This is an optimization exercise on Yosys and OpenROAD, whose aim is small area, not a production implementation. In this exercise RTL edits were held to simulation tests only and were not proved equivalent to the original. The clock port is modelled as an ideal driver, which makes a skipped or thinned clock tree look cheaper than it is; a real chip needs a root buffer or a tree. Power and IR drop assume default switching activity.

==> run K: inputs <==
==> flow/design.v <==
module hub75_bcm_ctl #(
  parameter int COLOR_COUNT = 3,
  parameter int COLOR_BITS = 4,
  parameter int COL_ADDR_BITS = 6,
  parameter int ROW_ADDR_BITS = 4,
  parameter int SECTIONS = 2,
  parameter int BLANK_CYCLES = 4,
  parameter int ON_UNIT = 8
) (
  input  logic clk,
  input  logic rst,
  input  logic enable,
  input  logic [7:0] brightness,
  input  logic [SECTIONS*COLOR_COUNT*(2**COL_ADDR_BITS)*COLOR_BITS-1:0] row_in,
  input  logic row_valid,
  output logic row_req,
  output logic [ROW_ADDR_BITS-1:0] next_row,
  output logic hub_clk,
  output logic hub_lat,
  output logic hub_noe,
  output logic [ROW_ADDR_BITS-1:0] hub_mux,
  output logic [SECTIONS*COLOR_COUNT-1:0] s_out,
  output logic frame_done
);
  localparam int C = 2**COL_ADDR_BITS;
  localparam int SC = SECTIONS*COLOR_COUNT;
  localparam int L = 255;
  localparam logic [1:0] P_IDLE = 2'd0, P_SHIFT = 2'd1, P_BLANK = 2'd2, P_DISP = 2'd3;
  logic [1:0] ph, ph_n;            
  logic [6:0] cnt, cnt_n;          
  logic [5:0] cnt_hi;
  assign cnt = {cnt_hi, hub_clk};
  logic [1:0] plane, plane_n;
  logic [6:0] br, br_n;            
  logic nreq;                      
  logic load, nload;
  logic sh, bl, dp, cin, e, req_n, done_n, lat_n;
  logic [5:0] up;
  logic [6:0] mask;
  assign load = row_req & row_valid;
  assign nload = nreq | ~row_valid;
  always_comb begin
    sh = ph == P_SHIFT;
    bl = ph == P_BLANK;
    dp = ph == P_DISP;
    cin = cnt[0] | ~sh;
    {e, up} = {1'b0, cnt[6:1]} + 7'(cin);
    ph_n = ph;
    plane_n = plane;
    req_n = row_req;
    done_n = 1'b0;
    case (ph)
      P_IDLE: begin
        req_n = row_req ? !row_valid : enable;
        if (load) ph_n = P_SHIFT;
      end
      P_SHIFT: if (e) begin
        ph_n = P_BLANK;
        plane_n = plane + 1'b1;
      end
      P_BLANK: if (e) ph_n = P_DISP;
      default: if (e) begin
        if (plane == 2'd0) begin
          ph_n = P_IDLE;
          req_n = enable;
          done_n = &next_row;
        end else begin
          ph_n = P_SHIFT;
        end
      end
    endcase
    case (plane)
      2'd1: mask = 7'b0001110;
      2'd2: mask = 7'b0000110;
      2'd3: mask = 7'b0000010;
      default: mask = 7'b0000000;
    endcase
    if (ph == P_IDLE) cnt_n = '0;
    else cnt_n = {up, sh & ~cnt[0]}
                 | (sh & e ? 7'b1101110 : 7'b0)
                 | (bl & e || dp & !e ? mask : 7'b0);
    lat_n = bl && cnt[4:1] == 4'b1010;
    br_n = bl & e ? {brightness[7:2], &brightness[1:0]} : br;
  end
  always_ff @(posedge clk) begin
    br <= br_n;
    cnt_hi <= cnt_n[6:1];
  end
  logic [SC-1:0][L-1:0] ring, rin;
  localparam int H0 = 63, H1 = 126, H2 = 190, H3 = 254;
  for (genvar b = 0; b < 4; b++) begin : g_pl
    for (genvar kk = (b == 0 ? 1 : 0); kk < C; kk++) begin : g_col
      localparam int HB = b == 0 ? H0 : b == 1 ? H1 : b == 2 ? H2 : H3;
      localparam int J = (2*(HB - kk)) % L;
      for (genvar i = 0; i < SC; i++) begin : g_ln
        assign rin[i][J] = row_in[(i*C + C-1 - kk)*COLOR_BITS + b];
      end
    end
  end
  always_ff @(posedge clk) begin
    for (int i = 0; i < SC; i++)
      for (int k = 0; k < L; k++)
        ring[i][k] <= ~((load | ring[i][(k+L-1)%L]) & (nload | rin[i][k]));
  end
  logic [SC-1:0] tap, s_n;
  always_comb
    for (int i = 0; i < SC; i++) begin
      case (plane)
        2'd0: tap[i] = ring[i][125];
        2'd1: tap[i] = ~ring[i][141];
        2'd2: tap[i] = ring[i][167];
        default: tap[i] = ~ring[i][209];
      endcase
      s_n[i] = load ? row_in[(i*C + C-1)*COLOR_BITS] :
               ph_n == P_SHIFT && (cnt_n[0] ? s_out[i] : tap[i]);
    end
  always_ff @(posedge clk or posedge rst) begin
    if (rst) begin
      ph <= P_IDLE;
      hub_clk <= 1'b0;
      plane <= '0;
      next_row <= '0;
      hub_lat <= 1'b0;
      hub_noe <= 1'b1;
      hub_mux <= '0;
      s_out <= '0;
      row_req <= 1'b0;
      nreq <= 1'b1;
      frame_done <= 1'b0;
    end else begin
      ph <= ph_n;
      hub_clk <= cnt_n[0];
      plane <= plane_n;
      if (dp && e && plane == 2'd0) next_row <= next_row + 1'b1;
      hub_lat <= lat_n;
      hub_noe <= !(ph_n == P_DISP && {cnt_n[6:1], 1'b1} <= br_n);
      if (lat_n) hub_mux <= next_row;
      s_out <= s_n;
      row_req <= req_n;
      nreq <= !req_n;
      frame_done <= done_n;
    end
  end
endmodule
==> flow/flow/run.sh <==
#!/bin/bash
# Standard ORFS layout, with minimum-size port buffers and the clock tree
# built by cts_tree.tcl (recursive-bisection clusters) in place of TritonCTS.
set -euo pipefail
# Leaves: inv_16 driving about 36 flip-flops; two levels of clkbuf_16 with
# fanout 3 and 4 (clkbuf_8, then clkbuf_16); a clkinv_16 root on the clock port (two inversions in all).
export CT_LEAF_SINKS=${CT_LEAF_SINKS:-34}
export CT_LEAF_BUF=${CT_LEAF_BUF:-sky130_fd_sc_hd__inv_16}
export CT_UP_BUFS=${CT_UP_BUFS:-"sky130_fd_sc_hd__clkbuf_8 sky130_fd_sc_hd__clkbuf_16"}
export CT_ROOT_BUF=${CT_ROOT_BUF:-sky130_fd_sc_hd__clkinv_16}
export CT_FANOUTS=${CT_FANOUTS:-"3 4"}
export CT_SLEW_TARGET=${CT_SLEW_TARGET:-0.112}
bash standard.sh \
  'BUFFER_PORTS_ARGS=-buffer_cell sky130_fd_sc_hd__buf_1' \
  "PRE_CTS_TCL=$PWD/flow/cts_tree.tcl" \
  finish > flow.log 2>&1
==> flow/flow/cts_tree.tcl <==
# Clock tree built by recursive bisection: the flip-flops are split into
# compact clusters of about CT_LEAF_SINKS sinks, each driven by one leaf
# buffer at its centre; the leaf buffers are split the same way into groups
# driven by mid buffers, which the root buffer drives. The clock port drives
# only the root buffer. Replaces clock_tree_synthesis in ORFS's cts.tcl.

proc ct_env {name default} {
  if {[info exists ::env($name)] && $::env($name) ne ""} { return $::env($name) }
  return $default
}

# items: list of {x y payload}; k: number of groups. Returns a list of groups.
proc ct_split {items k} {
  if {$k <= 1 || [llength $items] <= 1} { return [list $items] }
  set xs [lmap i $items {lindex $i 0}]
  set ys [lmap i $items {lindex $i 1}]
  set dx [expr {[tcl::mathfunc::max {*}$xs] - [tcl::mathfunc::min {*}$xs]}]
  set dy [expr {[tcl::mathfunc::max {*}$ys] - [tcl::mathfunc::min {*}$ys]}]
  set sorted [lsort -integer -index [expr {$dx >= $dy ? 0 : 1}] $items]
  set k1 [expr {$k / 2}]
  set k2 [expr {$k - $k1}]
  set n [llength $items]
  set n1 [expr {int(round(double($n) * $k1 / $k))}]
  return [concat [ct_split [lrange $sorted 0 [expr {$n1 - 1}]] $k1] \
                 [ct_split [lrange $sorted $n1 end] $k2]]
}

proc ct_centre {items} {
  set sx 0.0; set sy 0.0
  foreach i $items { set sx [expr {$sx + [lindex $i 0]}]; set sy [expr {$sy + [lindex $i 1]}] }
  set n [llength $items]
  return [list [expr {int($sx / $n)}] [expr {int($sy / $n)}]]
}

proc ct_add_buffer {block master name xy in_net out_net} {
  set inst [odb::dbInst_create $block $master $name]
  set w [$master getWidth]; set h [$master getHeight]
  $inst setLocation [expr {[lindex $xy 0] - $w / 2}] [expr {[lindex $xy 1] - $h / 2}]
  $inst setPlacementStatus PLACED
  [$inst findITerm A] connect $in_net
  foreach it [$inst getITerms] {
    if {[$it isOutputSignal]} { $it connect $out_net }
  }
  return $inst
}

proc ct_build {args} {
  set db [ord::get_db]
  set block [ord::get_db_block]
  set leaf_sinks [ct_env CT_LEAF_SINKS 20]
  set fanouts [ct_env CT_FANOUTS {8 4}]
  set leaf_master [$db findMaster [ct_env CT_LEAF_BUF sky130_fd_sc_hd__clkbuf_8]]
  set up_master [$db findMaster [ct_env CT_UP_BUF sky130_fd_sc_hd__clkbuf_16]]
  set root_master [$db findMaster [ct_env CT_ROOT_BUF sky130_fd_sc_hd__clkbuf_16]]
  set clk [$block findNet [ct_env CT_CLOCK_NET clk]]
  set sinks {}
  foreach it [$clk getITerms] {
    set b [[$it getInst] getBBox]
    lappend sinks [list [expr {([$b xMin] + [$b xMax]) / 2}] [expr {([$b yMin] + [$b yMax]) / 2}] $it]
  }
  # Level 0: the sinks grouped into leaf clusters. Each level's nodes are
  # {x y net} where net is the net the node's buffer will drive.
  set n [expr {int(ceil(double([llength $sinks]) / $leaf_sinks))}]
  set nodes {}
  set i 0
  foreach grp [ct_split $sinks $n] {
    set net [odb::dbNet_create $block ctnet_0_$i]
    $net setSigType CLOCK
    foreach s $grp {
      set it [lindex $s 2]
      $it disconnect
      $it connect $net
    }
    lappend nodes [list {*}[ct_centre $grp] $net]
    incr i
  }
  puts "ct_build: [llength $sinks] sinks, $n leaf buffers"
  set level 0
  set master $leaf_master
  # Each pass places the buffers for the current nodes, grouping them under
  # new parent nets, until a single node (the root) remains.
  while {1} {
    set fo [lindex $fanouts [expr {min($level, [llength $fanouts] - 1)}]]
    set np [expr {int(ceil(double([llength $nodes]) / $fo))}]
    if {[llength $nodes] == 1} { set np 0 }
    if {$np == 0} {
      set nd [lindex $nodes 0]
      set rm [expr {$level == 0 ? $master : $root_master}]
      ct_add_buffer $block $rm ctbuf_${level}_0 [lrange $nd 0 1] $clk [lindex $nd 2]
      break
    }
    set parents {}
    set j 0
    if {$level > 0} {
      set ups [ct_env CT_UP_BUFS ""]
      if {[llength $ups]} {
        set master [$db findMaster [lindex $ups [expr {min($level - 1, [llength $ups] - 1)}]]]
      }
    }
    foreach grp [ct_split $nodes $np] {
      set pnet [odb::dbNet_create $block ctnet_[expr {$level + 1}]_$j]
      $pnet setSigType CLOCK
      set k 0
      foreach nd $grp {
        ct_add_buffer $block $master ctbuf_${level}_${j}_$k [lrange $nd 0 1] $pnet [lindex $nd 2]
        incr k
      }
      lappend parents [list {*}[ct_centre $grp] $pnet]
      incr j
    }
    puts "ct_build: level [expr {$level + 1}]: $np buffers"
    set nodes $parents
    set master $up_master
    incr level
  }
  set_propagated_clock [all_clocks]
  ct_check_polarity $block $clk
  ct_split_leaves $block
  puts "ct_build: done"
}

# Every path from the clock port to a flip-flop must pass an even number of
# inverters; follow one path down and stop the flow if not.
proc ct_check_polarity {block clk} {
  set inv 0
  set net $clk
  while {1} {
    set next {}
    foreach it [$net getITerms] {
      if {[$it isInputSignal]} { set next [$it getInst]; break }
    }
    if {$next eq "" || ![string match ctbuf_* [$next getName]]} { break }
    if {[string match *inv* [[$next getMaster] getName]]} { incr inv }
    foreach it [$next getITerms] { if {[$it isOutputSignal]} { set net [$it getNet] } }
  }
  puts "ct_build: $inv inverting levels"
  if {$inv % 2} { error "ct_build: odd number of inverting levels in the clock tree" }
}

# Split each leaf cluster whose flip-flops see a clock slew above
# CT_SLEW_TARGET (ns, with placement parasitics) in two, the new half driven
# by a new leaf cell on the same parent net. Repeated CT_SPLIT_PASSES times.
proc ct_pin_xy {it} {
  set b [[$it getInst] getBBox]
  return [list [expr {([$b xMin] + [$b xMax]) / 2}] [expr {([$b yMin] + [$b yMax]) / 2}]]
}

proc ct_split_leaves {block} {
  set target [ct_env CT_SLEW_TARGET 0.115]
  set passes [ct_env CT_SPLIT_PASSES 3]
  set added 0
  for {set pass 0} {$pass < $passes} {incr pass} {
    estimate_parasitics -placement
    set bad {}
    foreach inst [$block getInsts] {
      if {![string match ctbuf_0_* [$inst getName]]} { continue }
      set worst 0
      foreach it [$inst getITerms] {
        if {![$it isOutputSignal]} { continue }
        foreach sink [[$it getNet] getITerms] {
          if {![$sink isInputSignal]} { continue }
          set pin [get_pins [$sink getName]]
          foreach e {rise fall} { set worst [expr {max($worst, [get_property $pin slew_max_$e])}] }
        }
      }
      if {$worst > $target} { lappend bad $inst }
    }
    if {![llength $bad]} { break }
    foreach inst $bad {
      set in_net [[$inst findITerm A] getNet]
      foreach it [$inst getITerms] { if {[$it isOutputSignal]} { set out_net [$it getNet] } }
      set sinks {}
      foreach sink [$out_net getITerms] {
        if {[$sink isInputSignal]} { lappend sinks [list {*}[ct_pin_xy $sink] $sink] }
      }
      if {[llength $sinks] < 2} { continue }
      lassign [ct_split $sinks 2] g1 g2
      set name [$inst getName]_s$pass
      set net [odb::dbNet_create $block ctnet_$name]
      $net setSigType CLOCK
      foreach s $g2 {
        set it [lindex $s 2]
        $it disconnect
        $it connect $net
      }
      ct_add_buffer $block [$inst getMaster] $name [ct_centre $g2] $in_net $net
      set xy [ct_centre $g1]
      set m [$inst getMaster]
      $inst setLocation [expr {[lindex $xy 0] - [$m getWidth] / 2}] [expr {[lindex $xy 1] - [$m getHeight] / 2}]
      incr added
    }
  }
  puts "ct_build: $added leaf clusters split"
}

rename clock_tree_synthesis ct_orig_clock_tree_synthesis
proc clock_tree_synthesis {args} { ct_build }
==> flow/standard.sh <==
#!/bin/bash
# synth_recipe.tcl (not shown) runs the flow's synth.tcl, then flattens the netlist and writes it again
# the make line also repeats each setting of config.mk as NAME=value (left out here)
make -C /OpenROAD-flow-scripts/flow DESIGN_CONFIG=/design/flow/config.mk WORK_HOME=/design/flow/orfs CLKGATE_MAP_FILE= SYNTH_SCRIPT=/design/flow/synth_recipe.tcl "${@:-finish}"
==> flow/config.mk <==
export PLATFORM = sky130hd
export DESIGN_NAME = hub75_bcm_ctl
export DESIGN_NICKNAME = hub75_bcm_ctl
export VERILOG_FILES = /design/flow/design.v
export SDC_FILE = /design/flow/constraint.sdc
export NUM_CORES = 4
export LEC_CHECK = 0
export CAP_MARGIN = 20
export CORE_AREA = 10 10 530 530
export DIE_AREA = 0 0 540 540
export PLACE_DENSITY = 0.7
export SLEW_MARGIN = 35
==> flow/constraint.sdc <==
create_clock -name core_clock -period 10.0 [get_ports {clk}]
set_input_delay 2.0000 -clock core_clock [delete_from_list [all_inputs] [get_ports {clk}]]
set_output_delay 2.0000 -clock core_clock [all_outputs]
set_load 0.01 [all_outputs]
==> run X: changes against run K <==
--- a/flow/design.v
+++ b/flow/design.v
@@ -56,9 +56,7 @@
       end
-      P_SHIFT: if (e) begin
-        ph_n = P_BLANK;
-        plane_n = plane + 1'b1;
-      end
+      P_SHIFT: if (e) ph_n = P_BLANK;
       P_BLANK: if (e) ph_n = P_DISP;
       default: if (e) begin
-        if (plane == 2'd0) begin
+        plane_n = plane + 1'b1;
+        if (plane == 2'd3) begin
           ph_n = P_IDLE;
@@ -72,5 +70,5 @@
     case (plane)
-      2'd1: mask = 7'b0001110;
-      2'd2: mask = 7'b0000110;
-      2'd3: mask = 7'b0000010;
+      2'd0: mask = 7'b0001110;
+      2'd1: mask = 7'b0000110;
+      2'd2: mask = 7'b0000010;
       default: mask = 7'b0000000;
@@ -81,3 +79,3 @@
                  | (bl & e || dp & !e ? mask : 7'b0);
-    lat_n = bl && cnt[4:1] == 4'b1010;
+    lat_n = ph_n == P_BLANK && cnt_n == 7'b1110110;
     br_n = bl & e ? {brightness[7:2], &brightness[1:0]} : br;
@@ -107,3 +105,3 @@
     for (int i = 0; i < SC; i++) begin
-      case (plane)
+      case (plane_n)
         2'd0: tap[i] = ring[i][125];
@@ -133,3 +131,3 @@
       plane <= plane_n;
-      if (dp && e && plane == 2'd0) next_row <= next_row + 1'b1;
+      if (dp && e && plane == 2'd3) next_row <= next_row + 1'b1;
       hub_lat <= lat_n;
==> flow/flow/run.sh (replaced) <==
#!/bin/bash
# Standard ORFS layout, with minimum-size port buffers and the clock tree
# built by cts_tree.tcl (recursive-bisection clusters) in place of TritonCTS.
set -euo pipefail
export CT_LEAF_SINKS=${CT_LEAF_SINKS:-20}
export CT_SLEW_TARGET=${CT_SLEW_TARGET:-1.0}
export CT_LEAF_SINKS=36 CT_LEAF_BUF=sky130_fd_sc_hd__inv_16 CT_UP_BUF=sky130_fd_sc_hd__clkinv_16 CT_ROOT_BUF=sky130_fd_sc_hd__clkinv_16 CT_FANOUTS="6 4"
bash standard.sh \
  'BUFFER_PORTS_ARGS=-buffer_cell sky130_fd_sc_hd__buf_1' \
  "PRE_CTS_TCL=$PWD/flow/cts_tree.tcl" \
  finish > flow.log 2>&1
--- a/flow/flow/cts_tree.tcl
+++ b/flow/flow/cts_tree.tcl
@@ -93,8 +93,2 @@
     set j 0
-    if {$level > 0} {
-      set ups [ct_env CT_UP_BUFS ""]
-      if {[llength $ups]} {
-        set master [$db findMaster [lindex $ups [expr {min($level - 1, [llength $ups] - 1)}]]]
-      }
-    }
     foreach grp [ct_split $nodes $np] {
@@ -116,4 +110,3 @@
   set_propagated_clock [all_clocks]
-  ct_check_polarity $block $clk
-  ct_split_leaves $block
+  ct_upsize_leaves $block
   puts "ct_build: done"
@@ -121,74 +114,26 @@
 
-# Every path from the clock port to a flip-flop must pass an even number of
-# inverters; follow one path down and stop the flow if not.
-proc ct_check_polarity {block clk} {
-  set inv 0
-  set net $clk
-  while {1} {
-    set next {}
-    foreach it [$net getITerms] {
-      if {[$it isInputSignal]} { set next [$it getInst]; break }
+# Swap each leaf buffer whose flip-flops see a clock slew above CT_SLEW_TARGET
+# (ns, with placement parasitics) for CT_LEAF_BIG.
+proc ct_upsize_leaves {block} {
+  set big [[ord::get_db] findMaster [ct_env CT_LEAF_BIG sky130_fd_sc_hd__clkbuf_16]]
+  set target [ct_env CT_SLEW_TARGET 0.105]
+  estimate_parasitics -placement
+  set swapped 0
+  foreach inst [$block getInsts] {
+    if {![string match ctbuf_0_* [$inst getName]]} { continue }
+    set worst 0
+    foreach it [$inst getITerms] {
+      if {![$it isOutputSignal]} { continue }
+      foreach sink [[$it getNet] getITerms] {
+        if {![$sink isInputSignal]} { continue }
+        set pin [get_pins [$sink getName]]
+        foreach e {rise fall} { set worst [expr {max($worst, [get_property $pin slew_max_$e])}] }
+      }
     }
-    if {$next eq "" || ![string match ctbuf_* [$next getName]]} { break }
-    if {[string match *inv* [[$next getMaster] getName]]} { incr inv }
-    foreach it [$next getITerms] { if {[$it isOutputSignal]} { set net [$it getNet] } }
-  }
-  puts "ct_build: $inv inverting levels"
-  if {$inv % 2} { error "ct_build: odd number of inverting levels in the clock tree" }
-}
-
-# Split each leaf cluster whose flip-flops see a clock slew above
-# CT_SLEW_TARGET (ns, with placement parasitics) in two, the new half driven
-# by a new leaf cell on the same parent net. Repeated CT_SPLIT_PASSES times.
-proc ct_pin_xy {it} {
-  set b [[$it getInst] getBBox]
-  return [list [expr {([$b xMin] + [$b xMax]) / 2}] [expr {([$b yMin] + [$b yMax]) / 2}]]
-}
-
-proc ct_split_leaves {block} {
-  set target [ct_env CT_SLEW_TARGET 0.115]
-  set passes [ct_env CT_SPLIT_PASSES 3]
-  set added 0
-  for {set pass 0} {$pass < $passes} {incr pass} {
-    estimate_parasitics -placement
-    set bad {}
-    foreach inst [$block getInsts] {
-      if {![string match ctbuf_0_* [$inst getName]]} { continue }
-      set worst 0
-      foreach it [$inst getITerms] {
-        if {![$it isOutputSignal]} { continue }
-        foreach sink [[$it getNet] getITerms] {
-          if {![$sink isInputSignal]} { continue }
-          set pin [get_pins [$sink getName]]
-          foreach e {rise fall} { set worst [expr {max($worst, [get_property $pin slew_max_$e])}] }
-        }
-      }
-      if {$worst > $target} { lappend bad $inst }
-    }
-    if {![llength $bad]} { break }
-    foreach inst $bad {
-      set in_net [[$inst findITerm A] getNet]
-      foreach it [$inst getITerms] { if {[$it isOutputSignal]} { set out_net [$it getNet] } }
-      set sinks {}
-      foreach sink [$out_net getITerms] {
-        if {[$sink isInputSignal]} { lappend sinks [list {*}[ct_pin_xy $sink] $sink] }
-      }
-      if {[llength $sinks] < 2} { continue }
-      lassign [ct_split $sinks 2] g1 g2
-      set name [$inst getName]_s$pass
-      set net [odb::dbNet_create $block ctnet_$name]
-      $net setSigType CLOCK
-      foreach s $g2 {
-        set it [lindex $s 2]
-        $it disconnect
-        $it connect $net
-      }
-      ct_add_buffer $block [$inst getMaster] $name [ct_centre $g2] $in_net $net
-      set xy [ct_centre $g1]
-      set m [$inst getMaster]
-      $inst setLocation [expr {[lindex $xy 0] - [$m getWidth] / 2}] [expr {[lindex $xy 1] - [$m getHeight] / 2}]
-      incr added
+    if {$worst > $target} {
+      $inst swapMaster $big
+      incr swapped
     }
   }
-  puts "ct_build: $added leaf clusters split"
+  puts "ct_build: $swapped leaf buffers upsized"
 }
==> run E: changes against run K <==
--- a/flow/design.v
+++ b/flow/design.v
@@ -56,9 +56,7 @@
       end
-      P_SHIFT: if (e) begin
-        ph_n = P_BLANK;
-        plane_n = plane + 1'b1;
-      end
+      P_SHIFT: if (e) ph_n = P_BLANK;
       P_BLANK: if (e) ph_n = P_DISP;
       default: if (e) begin
-        if (plane == 2'd0) begin
+        plane_n = plane + 1'b1;
+        if (plane == 2'd3) begin
           ph_n = P_IDLE;
@@ -72,5 +70,5 @@
     case (plane)
-      2'd1: mask = 7'b0001110;
-      2'd2: mask = 7'b0000110;
-      2'd3: mask = 7'b0000010;
+      2'd0: mask = 7'b0001110;
+      2'd1: mask = 7'b0000110;
+      2'd2: mask = 7'b0000010;
       default: mask = 7'b0000000;
@@ -81,3 +79,3 @@
                  | (bl & e || dp & !e ? mask : 7'b0);
-    lat_n = bl && cnt[4:1] == 4'b1010;
+    lat_n = ph_n == P_BLANK && cnt_n == 7'b1110110;
     br_n = bl & e ? {brightness[7:2], &brightness[1:0]} : br;
@@ -107,3 +105,3 @@
     for (int i = 0; i < SC; i++) begin
-      case (plane)
+      case (plane_n)
         2'd0: tap[i] = ring[i][125];
@@ -133,3 +131,3 @@
       plane <= plane_n;
-      if (dp && e && plane == 2'd0) next_row <= next_row + 1'b1;
+      if (dp && e && plane == 2'd3) next_row <= next_row + 1'b1;
       hub_lat <= lat_n;
--- a/flow/flow/run.sh
+++ b/flow/flow/run.sh
@@ -5,8 +5,8 @@
 # Leaves: inv_16 driving about 36 flip-flops; two levels of clkbuf_16 with
-# fanout 3 and 4 (clkbuf_8, then clkbuf_16); a clkinv_16 root on the clock port (two inversions in all).
+# fanout 4; a clkinv_16 root on the clock port (two inversions in all).
 export CT_LEAF_SINKS=${CT_LEAF_SINKS:-34}
 export CT_LEAF_BUF=${CT_LEAF_BUF:-sky130_fd_sc_hd__inv_16}
-export CT_UP_BUFS=${CT_UP_BUFS:-"sky130_fd_sc_hd__clkbuf_8 sky130_fd_sc_hd__clkbuf_16"}
+export CT_UP_BUFS=${CT_UP_BUFS:-"sky130_fd_sc_hd__clkbuf_16 sky130_fd_sc_hd__clkbuf_16"}
 export CT_ROOT_BUF=${CT_ROOT_BUF:-sky130_fd_sc_hd__clkinv_16}
-export CT_FANOUTS=${CT_FANOUTS:-"3 4"}
+export CT_FANOUTS=${CT_FANOUTS:-"4 4"}
 export CT_SLEW_TARGET=${CT_SLEW_TARGET:-0.112}
==> qor summary <==
| item | run E | run K | run X |
|---|---|---|---|
| Result of the run | finished clean | finished clean | finished clean |
| First-pass GRT wire length | 250 mm | 238 mm | 249 mm |
| Worst slack, placed | 5240 ps | 5090 ps | 5240 ps |
| Switching fraction of total power | 0.287 | 0.271 | 0.294 |
| Fraction of the core area covered by cells at the end of the flow | 0.204 | 0.203 | 0.203 |
| Non-clock inverter count | 69 | 79 | 73 |
| Synth unique cells | 50 | 48 | 50 |
| Area overhead of the layout relative to synthesis | 24.9% | 25.3% | 24.5% |
| Post-Syn Instances | 3,632 | 3,614 | 3,632 |
| GRT Total Usage | 0.114 | 0.107 | 0.114 |
| Worst r2r path cells | 16 | 15 | 16 |
| Vias post-DR | 35,500 | 34,700 | 35,300 |
| Critical-path cell with the highest stage delay | and2_4 | buf_12 | and2_4 |
| Critical path arrival | 4820 ps | 4660 ps | 4780 ps |
| Power attributed to the clock group | 0.00295 W | 0.00307 W | 0.00272 W |
| Met2 track utilization from global routing | 0.207 | 0.192 | 0.206 |
| Insertion delay to the later sink of the worst-skew pair | 680 ps | 820 ps | 610 ps |
| # diodes | 18 | 22 | 20 |
| Peak supply drop | 0.000207 V | 0.000161 V | 0.000268 V |
| Detail Placement HPWL | 145 mm | 134 mm | 145 mm |
| Post-Synthesis Mean Instance Area | 12.1 um2 | 12.1 um2 | 12.1 um2 |
| Post-synthesis xor/xnor area fraction | 0.00120 | 0.00141 | 0.00120 |
No run of this note takes its clock network from TritonCTS; it comes from the design's own scripts or RTL.

[afterwards: timing with drivers on the ports]
How much do the figures lean on ideal ports? The routed layouts below were timed once more, with nothing changed but the port constraints.
Step 1, drivers: a clkbuf_16 drives clk and a buf_2 each remaining input, both assumed.
Step 2, shift: input delay + t, output delay - t, t = (earliest + latest rising clock arrival at the registers) / 2. This alone moves slack from input paths to output paths.
a / b / c = no drivers / after step 1 / after step 2; a / b = the first two.
run	shift t [ns]	slack for setup (ns)	worst register clock-pin slew, ns
run K	0.832	5.869 / 5.934 / 5.102	0.12 / 0.12
run X	0.703	5.632 / 5.703 / 5.000	0.12 / 0.12
run E	0.785	5.667 / 5.740 / 4.955	0.11 / 0.11
After both steps every run listed still meets setup and hold. For run K, which loses most, drivers alone change the setup slack by +0.065 ns; drivers and shift together by -0.767 ns.
